Source: an optimization exercise on an open RTL-to-GDS flow (aim: small area and a short achievable clock period). Production flows keep margins and buffers that such runs may drop.
The RTL was checked by simulation tests, not by an equivalence proof against the original design.
Power is estimated from default activity; no workload was simulated.

Design cache_unit, start of the top module:
module cache_unit (
  input  logic                clk,
  input  logic                reset,
  input  logic                update,
  input  logic [31:0]         addr,
  input  logic [WORD_W-1:0]   wdata,
  input  logic [LINE_W-1:0]   fill_data,
  input  logic                memwrite,
  input  logic [IDX_W-1:0]    dbg_line,
  input  logic [OFF_W-1:0]    dbg_word,
  output logic [WORD_W-1:0]   dbg_data,
  output logic                dbg_dirty,
  output logic [WORD_W-1:0]   rdata,
  output logic                miss,
  output logic                victim_dirty,
  output logic [LINE_W-1:0]   wb_data,
  output logic [BLK_W-1:0]    wb_addr
);
export LEC_CHECK = 0
export CAP_MARGIN = 20
export CORE_MARGIN = 2
export CORE_UTILIZATION = 40
export SETUP_SLACK_MARGIN = 1.5
export SLEW_MARGIN = 20
create_clock -name core_clock -period 5.0 [get_ports {clk}]
run.sh (not shown) runs the stock make flow with config.mk's settings and CLKGATE_MAP_FILE= SYNTH_SCRIPT=/design/flow/synth_recipe.tcl, a recipe that flattens the netlist after the stock synthesis.
Change:
==> flow/flow/run.sh (new file) <==
#!/bin/bash
set -euo pipefail
export BUFFER_PORTS_ARGS="-buffer_cell sky130_fd_sc_hd__buf_1"
bash standard.sh finish > flow_standard.log 2>&1
==> flow/standard.sh (new file) <==
#!/bin/bash
# synth_recipe.tcl (not shown) runs the flow's synth.tcl, then flattens the netlist and writes it again
# the make line also repeats each setting of config.mk as NAME=value (left out here)
make -C /OpenROAD-flow-scripts/flow DESIGN_CONFIG=/design/flow/config.mk WORK_HOME=/design/flow/orfs CLKGATE_MAP_FILE= SYNTH_SCRIPT=/design/flow/synth_recipe.tcl "${@:-finish}"
- CORE_UTILIZATION: 40 -> 60
- CTS_BUF_LIST: unset -> sky130_fd_sc_hd__clkbuf_8
removed: flow/run.sh
=>
- routed wire length decreases by 10%
- worst hold slack is worse by 430 ps
- maximum frequency decreases by 1.3%
- area after synthesis stays the same
- register-to-register slack is worse by 80 ps
- clock skew increases by 4.1 ps


Setup of v29:
Starting RTL as in the previous note.
export LEC_CHECK = 0
export CAP_MARGIN = 20
export CORE_MARGIN = 2
export CORE_UTILIZATION = 40
export SETUP_SLACK_MARGIN = 1.5
export SLEW_MARGIN = 20
create_clock -name core_clock -period 5.0 [get_ports {clk}]
standard.sh (not shown) runs the stock make flow with config.mk's settings and CLKGATE_MAP_FILE= SYNTH_SCRIPT=/design/flow/synth_recipe.tcl, a recipe that flattens the netlist after the stock synthesis.
==> flow/flow/run.sh <==
#!/bin/bash
set -euo pipefail
export BUFFER_PORTS_ARGS="-buffer_cell sky130_fd_sc_hd__buf_1"
bash standard.sh finish > flow_standard.log 2>&1
#### Input delta (v46 over v29)
Settings: SETUP_SLACK_MARGIN no longer set, was 1.5.
==> flow/run.sh (new file) <==
#!/bin/bash
# synth_recipe.tcl (not shown) runs the flow's synth.tcl, then flattens the netlist and writes it again
# the make line also repeats each setting of config.mk as NAME=value (left out here)
make -C /OpenROAD-flow-scripts/flow DESIGN_CONFIG=/design/flow/config.mk WORK_HOME=/design/flow/orfs CLKGATE_MAP_FILE= SYNTH_SCRIPT=/design/flow/synth_recipe.tcl finish
removed: flow/flow/run.sh
removed: flow/standard.sh
Results
- v46: all stages complete, timing, DRC and antenna checks passed
- Remaining number of nets flagged by the antenna check after routing came out exactly the same in v46 and v29.
- v46 vs v29 — non-clock buffer count dropped 25%.
- v46 vs v29: total power up in v46
- In the final design statistics, v46 uses fewer standard cells in total than v29.
## Diff of input files: v16 against v46
Settings: a change of CORE_UTILIZATION from 40 to 60; an added ABC_AREA of 1; an added CTS_BUF_LIST of sky130_fd_sc_hd__clkbuf_8.
==> flow/flow/run.sh (new file) <==
#!/bin/bash
set -euo pipefail
export BUFFER_PORTS_ARGS="-buffer_cell sky130_fd_sc_hd__buf_1"
bash standard.sh finish > flow_standard.log 2>&1
==> flow/standard.sh (new file) <==
#!/bin/bash
# synth_recipe.tcl (not shown) runs the flow's synth.tcl, then flattens the netlist and writes it again
# the make line also repeats each setting of config.mk as NAME=value (left out here)
make -C /OpenROAD-flow-scripts/flow DESIGN_CONFIG=/design/flow/config.mk WORK_HOME=/design/flow/orfs CLKGATE_MAP_FILE= SYNTH_SCRIPT=/design/flow/synth_recipe.tcl "${@:-finish}"
removed: flow/run.sh
[summary]
Note that the power recorded for v46 amounts to 1.14 times the value seen in v16.
v16 reports a higher number of cells on the worst reg-to-reg path than v46 does.
Of v16 and v46, it is v16 that has the higher wire length on met3.
Re first-pass iteration count of the detailed router: v46 was lower than v16.
Taking v46 as the reference, in v16 final instance area has decreased; number of standard cells after synthesis has increased.


The RTL this note starts from:
==> flow/design.v <==
package cache_pkg;
  localparam int LINES  = 4;
  localparam int WORDS  = 4;
  localparam int TAG_W  = 4;
  localparam int IDX_W  = 2;
  localparam int OFF_W  = 2;
  localparam int WORD_W = 32;
  localparam int LINE_W = WORDS * WORD_W;
  localparam int BLK_W  = TAG_W + IDX_W;
  typedef struct packed {
    logic              valid;
    logic              dirty;
    logic [TAG_W-1:0]  tag;
    logic [LINE_W-1:0] data;
  } line_t;
  function automatic logic [WORD_W-1:0] word_of(input logic [LINE_W-1:0] d,
                                                input logic [OFF_W-1:0]  off);
    word_of = d[off*WORD_W +: WORD_W];
  endfunction
  function automatic logic [LINE_W-1:0] put_word(input logic [LINE_W-1:0] d,
                                                 input logic [OFF_W-1:0]  off,
                                                 input logic [WORD_W-1:0] w);
    logic [LINE_W-1:0] r;
    r = d;
    r[off*WORD_W +: WORD_W] = w;
    put_word = r;
  endfunction
endpackage
import cache_pkg::*;
module cu_nand2 (input logic a, b, output logic y);
  assign y = ~(a & b);
endmodule
module cu_sel4 (input logic [3:0] s, input logic [3:0] d, output logic y);
  assign y = ~(~((s[0] & d[0]) | (s[1] & d[1])) & ~((s[2] & d[2]) | (s[3] & d[3])));
endmodule
module cu_nor2 (input logic a, b, output logic y);
  assign y = ~(a | b);
endmodule
module cu_sel16 (input logic [15:0] s, input logic [15:0] d, output logic y);
  logic [3:0] p;
  logic [1:0] q;
  for (genvar k = 0; k < 4; k++) begin : g_q
    cu_sel4 u_s (.s(s[4*k +: 4]), .d(d[4*k +: 4]), .y(p[k]));
  end
  cu_nor2  u_n0 (.a(p[0]), .b(p[1]), .y(q[0]));
  cu_nor2  u_n1 (.a(p[2]), .b(p[3]), .y(q[1]));
  cu_nand2 u_o  (.a(q[0]), .b(q[1]), .y(y));
endmodule
module cu_dec4v (input logic [1:0] a, input logic [3:0] v, output logic [3:0] s);
  assign s[0] = v[0] & ~a[1] & ~a[0];
  assign s[1] = v[1] & ~a[1] &  a[0];
  assign s[2] = v[2] &  a[1] & ~a[0];
  assign s[3] = v[3] &  a[1] &  a[0];
endmodule
module cu_dec4 (input logic [1:0] a, output logic [3:0] s);
  assign s[0] = ~a[1] & ~a[0];
  assign s[1] = ~a[1] &  a[0];
  assign s[2] =  a[1] & ~a[0];
  assign s[3] =  a[1] &  a[0];
endmodule
module cu_dec16v (input logic [1:0] l, input logic [1:0] wd, input logic [3:0] v,
                  output logic [15:0] s);
  always_comb
    for (int i = 0; i < 4; i++)
      for (int w = 0; w < 4; w++)
        s[4*i+w] = v[i] & (l == 2'(i)) & (wd == 2'(w));
endmodule
module cache_unit (
  input  logic                clk,
  input  logic                reset,
  input  logic                update,
  input  logic [31:0]         addr,
  input  logic [WORD_W-1:0]   wdata,
  input  logic [LINE_W-1:0]   fill_data,
  input  logic                memwrite,
  input  logic [IDX_W-1:0]    dbg_line,
  input  logic [OFF_W-1:0]    dbg_word,
  output logic [WORD_W-1:0]   dbg_data,
  output logic                dbg_dirty,
  output logic [WORD_W-1:0]   rdata,
  output logic                miss,
  output logic                victim_dirty,
  output logic [LINE_W-1:0]   wb_data,
  output logic [BLK_W-1:0]    wb_addr
);
  logic [LINES-1:0]             valid_q;
  logic [LINES-1:0]             dirty_q;
  logic [LINES-1:0][TAG_W-1:0]  tag_q;
  logic [LINES*LINE_W-1:0]      data_q;    
  logic [OFF_W-1:0] off;
  logic [IDX_W-1:0] idx;
  logic [TAG_W-1:0] tag;
  logic             unused_addr_hi;
  assign off = addr[OFF_W-1:0];
  assign idx = addr[OFF_W +: IDX_W];
  assign tag = addr[OFF_W+IDX_W +: TAG_W];
  assign unused_addr_hi = ^addr[31:OFF_W+IDX_W+TAG_W];
  localparam int NSEL = 8;
  localparam int NDBG = 2;
  logic [LINES-1:0] sel;           
  logic [NSEL-1:0][LINES-1:0] wsel;
  logic [NDBG-1:0][WORDS-1:0] osel;
  logic [NDBG-1:0][LINES*WORDS-1:0] dsel;
  always_comb
    for (int i = 0; i < LINES; i++)
      sel[i] = valid_q[i] && (idx == IDX_W'(i));
  for (genvar g = 0; g < NSEL; g++) begin : g_sel
    cu_dec4v u_dec (.a(idx), .v(valid_q), .s(wsel[g]));
  end
  for (genvar g = 0; g < NDBG; g++) begin : g_dsel
    cu_dec4  u_odec (.a(off), .s(osel[g]));
    cu_dec16v u_ddec (.l(dbg_line), .wd(dbg_word), .v(valid_q), .s(dsel[g]));
  end
  logic [TAG_W-1:0]  cur_tag;
  logic              cur_dirty;
  logic              dbg_d;
  always_comb begin
    cur_tag   = '0;
    cur_dirty = 1'b0;
    dbg_d     = 1'b0;
    for (int i = 0; i < LINES; i++) begin
      cur_tag   = cur_tag   | ({TAG_W{sel[i]}} & tag_q[i]);
      cur_dirty = cur_dirty | (sel[i] & dirty_q[i]);
      dbg_d     = dbg_d | (valid_q[i] && (dbg_line == IDX_W'(i)) && dirty_q[i]);
    end
  end
  logic [LINE_W-1:0] cur_data;
  for (genvar b = 0; b < LINE_W; b++) begin : g_wb
    cu_sel4 u_wb (.s(wsel[b/(LINE_W/NSEL)]),
                  .d({data_q[3*LINE_W+b], data_q[2*LINE_W+b], data_q[LINE_W+b], data_q[b]}),
                  .y(cur_data[b]));
  end
  for (genvar b = 0; b < WORD_W; b++) begin : g_rd
    cu_sel4 u_rd (.s(osel[b/(WORD_W/NDBG)]),
                  .d({cur_data[3*WORD_W+b], cur_data[2*WORD_W+b], cur_data[WORD_W+b], cur_data[b]}),
                  .y(rdata[b]));
    logic [LINES*WORDS-1:0] dcol;
    for (genvar k = 0; k < LINES*WORDS; k++) begin : g_col
      assign dcol[k] = data_q[k*WORD_W+b];
    end
    cu_sel16 u_dbg (.s(dsel[b/(WORD_W/NDBG)]), .d(dcol), .y(dbg_data[b]));
  end
  logic [LINES-1:0] lhit;
  logic             hit;
  always_comb begin
    hit = 1'b0;
    for (int i = 0; i < LINES; i++) begin
      lhit[i] = valid_q[i] && (tag_q[i] == tag);
      hit     = hit | (lhit[i] && (idx == IDX_W'(i)));
    end
  end
  assign miss         = !hit;
  assign victim_dirty = cur_dirty;
  assign wb_data      = cur_data;
  assign wb_addr      = {cur_tag, idx};
  assign dbg_dirty    = dbg_d;
  logic [WORDS-1:0][WORD_W-1:0] src;
  always_comb
    for (int w = 0; w < WORDS; w++)
      src[w] = update ? fill_data[w*WORD_W +: WORD_W] : wdata;
  always_ff @(posedge clk or posedge reset) begin
    if (reset) valid_q <= '0;
    else begin
      for (int i = 0; i < LINES; i++)
        if (update && idx == IDX_W'(i)) valid_q[i] <= 1'b1;
    end
  end
  always_ff @(posedge clk) begin
    for (int i = 0; i < LINES; i++) begin
      if (idx == IDX_W'(i)) begin
        if (update) begin
          dirty_q[i] <= 1'b0;
          tag_q[i]   <= tag;
        end else if (memwrite && lhit[i]) begin
          dirty_q[i] <= 1'b1;
        end
      end
      for (int w = 0; w < WORDS; w++)
        if (idx == IDX_W'(i) && (update || (memwrite && lhit[i] && off == OFF_W'(w))))
          data_q[(i*WORDS+w)*WORD_W +: WORD_W] <= src[w];
    end
  end
endmodule
clock: 5.0 ns
lec_check: 0
cap_margin: 50
core_margin: 2
core_utilization: 60
cts_buf_list: sky130_fd_sc_hd__clkbuf_8
place_density: 0.75
setup_slack_margin: 0.8
slew_margin: 70
synth_hierarchical: 1
==> flow/flow/run.sh <==
#!/bin/bash
set -euo pipefail
export BUFFER_PORTS_ARGS="-buffer_cell sky130_fd_sc_hd__buf_1"
bash standard.sh finish > flow_standard.log 2>&1
The first run ran to the end with no violations.
Rerun with:
- CTS_CLUSTER_DIAMETER: unset -> 70
- CTS_CLUSTER_SIZE: unset -> 14
- SETUP_SLACK_MARGIN: 0.8 -> 1.3
Wire length goes up by 0.86%.
Synthesized cell count does not change.
Worst hold slack improves by 0.0091 ns.
Via count barely changes.
Combinational power is higher by about 3%.
Area after synthesis is unchanged.
Die area stays the same.
Register-to-register slack degrades by 0.06 ns.
Worst setup slack improved by 0.30 ns.
Flip-flop and latch count is unchanged.
Rerun with:
- CTS_CLUSTER_DIAMETER: 70 -> unset
- CTS_CLUSTER_SIZE: 14 -> unset
Result:
- The new run finished with timing, DRC and antenna clean
- power increases by 15%
- sequential power stays flat
- final area went up by 2.9%

afterwards: timing with drivers on the ports:
In the flow no input, the clock included, has a driving cell. The finished layouts below were timed again as built, in two steps.
Step 1, drivers: a clkbuf_16 drives clk and a buf_2 each remaining input, both assumed.
Step 2, shift: input delay + t, output delay - t, t = (earliest + latest rising clock arrival at the registers) / 2. This alone moves slack from input paths to output paths.
a / b / c = ideal / step 1 / step 2; a / b = the first two.
| run | t, ns | setup slack, ns | worst setup path after step 2 | latest minus earliest clock arrival (ns) | slew at the worst register clock pin (ns) |
|---|---|---|---|---|---|
| the first run of note 1 | 0.675 | 1.082 / 1.001 / 0.857 | input to register | 0.020 / 0.020 | 0.06 / 0.06 |
| the second run of note 1 | 0.725 | 1.029 / 0.974 / 0.761 | input to register | 0.026 / 0.026 | 0.07 / 0.07 |
| v29 | 0.669 | 1.152 / 1.055 / 1.024 | input to register | 0.034 / 0.035 | 0.06 / 0.06 |
| v46 | 0.657 | 0.130 / 0.100 / 0.100 | input to output | 0.024 / 0.025 | 0.06 / 0.06 |
| v16 | 0.711 | 0.443 / 0.419 / 0.207 | input to register | 0.028 / 0.028 | 0.07 / 0.07 |
| the first run of note 3 | 0.704 | 0.907 / 0.851 / 0.900 | input to output | 0.037 / 0.036 | 0.07 / 0.07 |
| the second run of note 3 | 0.695 | 1.203 / 1.119 / 1.119 | input to output | 0.027 / 0.027 | 0.10 / 0.10 |
| the third run of note 3 | 0.711 | 1.227 / 1.171 / 1.192 | input to output | 0.023 / 0.024 | 0.07 / 0.07 |
After both steps every run listed still meets setup and hold. For the second run of note 1, which loses most, drivers alone change the setup slack by -0.055 ns; drivers and shift together by -0.268 ns.
